This design comes from an exercise in tuning for small area on the open sky130 flow, not from production work.
Only simulation tests tie the RTL to the original design; equivalence was not proved.
Power figures rest on the tool's default switching activity, not on a simulated workload.

==> flow/design.v <==
package pcie_app_pkg;
  localparam int DATA_W      = 64;
  localparam int KEEP_W      = DATA_W / 8;
  localparam int REG_ADDR_W  = 10;
  localparam int USER_ADDR_W = 9;
  localparam logic [31:0] DESIGN_ID = 32'hA5E0_0101;
  localparam logic [7:0] FMT_TYPE_MRD32 = 8'h00;
  localparam logic [7:0] FMT_TYPE_MWR32 = 8'h40;
  localparam logic [7:0] FMT_TYPE_CPLD  = 8'h4A;
  typedef union packed {
    struct packed {
      logic [15:0] rid;
      logic [7:0]  tag;
      logic [3:0]  last_be;
      logic [3:0]  first_be;
      logic [7:0]  fmt_type;
      logic        rsvd0;
      logic [2:0]  tc;
      logic [3:0]  rsvd1;
      logic        td;
      logic        ep;
      logic [1:0]  attr;
      logic [1:0]  rsvd2;
      logic [9:0]  length;
    } hdr;
    struct packed {
      logic [31:0] data;
      logic [29:0] addr;
      logic [1:0]  addr_rsvd;
    } ad;
  } tlp_beat_u;
endpackage
`timescale 1ns/100ps
import pcie_app_pkg::*;
module pcie_app
#(
  parameter int NUM_REGS = 16
)
(
  input  logic                   pcie_core_clk_i,
  input  logic                   rst_n_i,
  input  logic                   s_axis_tx_tready_i,
  output logic [DATA_W-1:0]      s_axis_tx_tdata_o,
  output logic [KEEP_W-1:0]      s_axis_tx_tkeep_o,
  output logic                   s_axis_tx_tlast_o,
  output logic                   s_axis_tx_tvalid_o,
  input  logic [DATA_W-1:0]      m_axis_rx_tdata_i,
  input  logic                   m_axis_rx_tlast_i,
  input  logic                   m_axis_rx_tvalid_i,
  output logic                   m_axis_rx_tready_o,
  input  logic [7:0]             cfg_bus_number_i,
  input  logic [4:0]             cfg_device_number_i,
  input  logic [2:0]             cfg_function_number_i,
  output logic [31:0]            user_data_o,
  output logic [USER_ADDR_W-1:0] user_addr_o,
  output logic                   user_wr_req_o,
  input  logic [31:0]            user_data_i,
  input  logic                   user_rd_ack_i,
  output logic                   user_rd_req_o
);
  function automatic int bits_for(input int n);
    bits_for = 1;
    while ((1 << bits_for) < n)
      bits_for++;
  endfunction
  localparam int NR = NUM_REGS - 1;         
  localparam int PW = bits_for(NUM_REGS);   
  localparam logic [2:0] ST_CLR  = 3'd0;   
  localparam logic [2:0] ST_DISC = 3'd1;   
  localparam logic [2:0] ST_WR   = 3'd2;   
  localparam logic [2:0] ST_RD   = 3'd3;   
  localparam logic [2:0] ST_CPL0 = 3'd4;   
  localparam logic [2:0] ST_CPL1 = 3'd5;   
  localparam logic [2:0] ST_IDLE = 3'd6;   
  localparam logic [2:0] ST_RDW  = 3'd7;   
  function automatic logic [31:0] dw_swap(input logic [31:0] dw);
    dw_swap = {dw[7:0], dw[15:8], dw[23:16], dw[31:24]};
  endfunction
  logic [2:0]       st_q;
  logic [PW-1:0]    pos_q;
  logic [PW-1:0]    pos_nxt;
  logic             pos_last;   
  logic [NR*32-1:0] ring_q;
  logic [31:0]      ring_out;
  logic [31:0]      ring_in;
  logic [31:0]      val_q;      
  logic [31:0]      val_src;
  logic [15:0]      rid_q;
  logic [7:0]       tag_q;
  logic [63:0] d;
  logic [9:0]  a;
  logic        vld;
  logic        a_user;
  logic        a_reg;
  logic        a_here;
  logic        hdr_ok;
  logic        wr_now;
  logic        ring_keep;
  logic        sel_cfg;
  logic        sel_usr;
  logic        sel_reg;
  logic        sel_id;
  assign d      = m_axis_rx_tdata_i;
  assign a      = d[11:2];
  assign vld    = m_axis_rx_tvalid_i;
  assign a_user = a[9];
  assign a_reg  = !a[9] && (a != 10'd0) && (a < 10'(NUM_REGS));
  assign a_here = (a[PW-1:0] == pos_q);
  assign hdr_ok = ((d[31:24] == FMT_TYPE_MRD32) || (d[31:24] == FMT_TYPE_MWR32)) &&
                  (d[9:0] == 10'd1);
  assign ring_out = ring_q[NR*32-1 -: 32];
  assign wr_now   = (st_q == ST_WR) && vld && a_reg && a_here;
  assign ring_keep = (st_q != ST_CLR) && !wr_now;
  assign ring_in   = ({32{wr_now}} & dw_swap(d[63:32])) | ({32{ring_keep}} & ring_out);
  generate
    if (NR > 1)
    begin : g_ring
      always_ff @(posedge pcie_core_clk_i)
        ring_q <= {ring_q[NR*32-33:0], ring_in};
    end
    else
    begin : g_word
      always_ff @(posedge pcie_core_clk_i)
        ring_q <= ring_in;
    end
  endgenerate
  generate
    if (NUM_REGS == 16)
    begin : g_lfsr
      assign pos_nxt  = {pos_q[2:0], pos_q[3] ^ pos_q[2]};
      assign pos_last = (pos_q == 4'b1000);
    end
    else
    begin : g_count
      assign pos_nxt  = (pos_q == PW'(NR)) ? PW'(1) : pos_q + PW'(1);
      assign pos_last = (pos_q == PW'(NR));
    end
  endgenerate
  always_ff @(posedge pcie_core_clk_i or negedge rst_n_i)
  begin
    if (!rst_n_i)
    begin
      st_q  <= ST_CLR;
      pos_q <= PW'(1);
    end
    else
    begin
      pos_q <= pos_nxt;
      case (st_q)
        ST_CLR:
          if (pos_last)
            st_q <= ST_IDLE;
        ST_IDLE:
          if (vld && !m_axis_rx_tlast_i)
            st_q <= !hdr_ok ? ST_DISC : d[30] ? ST_WR : ST_RD;
        ST_DISC:
          if (vld && m_axis_rx_tlast_i)
            st_q <= ST_IDLE;
        ST_WR:
          if (vld && (!a_reg || a_here))
            st_q <= ST_IDLE;
        ST_RD:
          if (vld)
            st_q <= ST_CPL0;
        ST_CPL0:
          if (s_axis_tx_tready_i)
            st_q <= ST_RDW;
        ST_RDW:
          if (a_user ? user_rd_ack_i : (!a_reg || a_here))
            st_q <= ST_CPL1;
        ST_CPL1:
          if (s_axis_tx_tready_i)
            st_q <= ST_IDLE;
        default:
          st_q <= ST_IDLE;
      endcase
    end
  end
  assign sel_cfg = (st_q == ST_IDLE);
  assign sel_usr = !sel_cfg && a_user;
  assign sel_reg = !sel_cfg && a_reg;
  assign sel_id  = !sel_cfg && (a == 10'd0);
  assign val_src = ({32{sel_cfg}} & {cfg_bus_number_i, cfg_device_number_i, cfg_function_number_i,
                                     d[22:20], d[13:12], 11'h004}) |
                   ({32{sel_usr}} & dw_swap(user_data_i)) |
                   ({32{sel_reg}} & dw_swap(ring_out)) |
                   ({32{sel_id}}  & dw_swap(DESIGN_ID));
  always_ff @(posedge pcie_core_clk_i)
  begin
    if (st_q == ST_IDLE)
    begin
      rid_q  <= d[63:48];
      tag_q  <= d[47:40];
    end
    if ((st_q == ST_IDLE) || (st_q == ST_RDW))
      val_q <= val_src;
  end
  assign m_axis_rx_tready_o = (st_q == ST_IDLE) || (st_q == ST_DISC) ||
                              ((st_q == ST_WR) && (!vld || !a_reg || a_here)) ||
                              ((st_q == ST_CPL1) && s_axis_tx_tready_i);
  assign user_wr_req_o = (st_q == ST_WR) && vld && a_user;
  assign user_rd_req_o = (st_q == ST_RDW) && a_user;
  assign user_addr_o   = a[USER_ADDR_W-1:0];
  assign user_data_o   = dw_swap(d[63:32]);
  assign s_axis_tx_tvalid_o = (st_q == ST_CPL0) || (st_q == ST_CPL1);
  assign s_axis_tx_tlast_o  = (st_q == ST_CPL1);
  assign s_axis_tx_tkeep_o  = '1;
  assign s_axis_tx_tdata_o  = (st_q == ST_CPL1) ?
    {val_q, rid_q, tag_q, 1'b0, a[4:0], 2'b00} :
    {val_q[31:16], 5'b00000, val_q[10:0],
     FMT_TYPE_CPLD, 1'b0, val_q[15:13], 4'b0000, 2'b00, val_q[12:11], 2'b00, 10'd1};
endmodule
make LEC_CHECK=0 CAP_MARGIN=0 CORE_MARGIN=2 CORE_UTILIZATION=60 CTS_BUF_LIST=sky130_fd_sc_hd__clkbuf_8 CTS_CLUSTER_DIAMETER=60 CTS_CLUSTER_SIZE=20 SLEW_MARGIN=0 finish   # period 4.0 ns
run.sh (not shown) runs the stock make flow with config.mk's settings and CLKGATE_MAP_FILE= SYNTH_SCRIPT=/design/flow/synth_recipe.tcl, a recipe that flattens the netlist after the stock synthesis.
The starting point ran to the end with violations: setup timing.
Edit:
CAP_MARGIN = 20   (was 0)
CORE_UTILIZATION = 40   (was 60)
SLEW_MARGIN = 20   (was 0)
What happened: The new run passed the timing, DRC and antenna checks. Sequential share of layout area fell by 1.0 points. Core utilization fell by 24 points. Setup slack gets better by 0.27 ns.
Edit:
CORE_UTILIZATION = 60   (was 40)
Result:
- With this change the flow completed and failed the layout checks on setup timing
- total power decreases by 0.64%
- synthesized cell count does not change
- area after synthesis is unchanged

==> re-timing with driven ports <==
The flow's constraints put no driver on any port. The routed layouts listed below were extracted and timed again, unchanged, in two steps.
Step 1 assumes that a clkbuf_16 drives the clock port and a buf_2 every other input.
Step 2 also shifts input and output timing later by t, the mid clock arrival at the registers, as if the neighbouring blocks saw the same clock.
Three values: ideal, step 1, step 2; two values: the first two.
| run | t, ns | setup slack, ns | worst setup path after step 2 | clock arrival spread, ns | slew at the worst register clock pin (ns) |
|---|---|---|---|---|---|
| the first run | 0.575 | -0.016 / -0.043 / -0.043 | input to output | 0.024 / 0.025 | 0.12 / 0.12 |
| the second run | 0.583 | 0.252 / 0.208 / 0.358 | input to output | 0.037 / 0.037 | 0.12 / 0.12 |
| the third run | 0.575 | -0.016 / -0.043 / -0.043 | input to output | 0.024 / 0.025 | 0.12 / 0.12 |
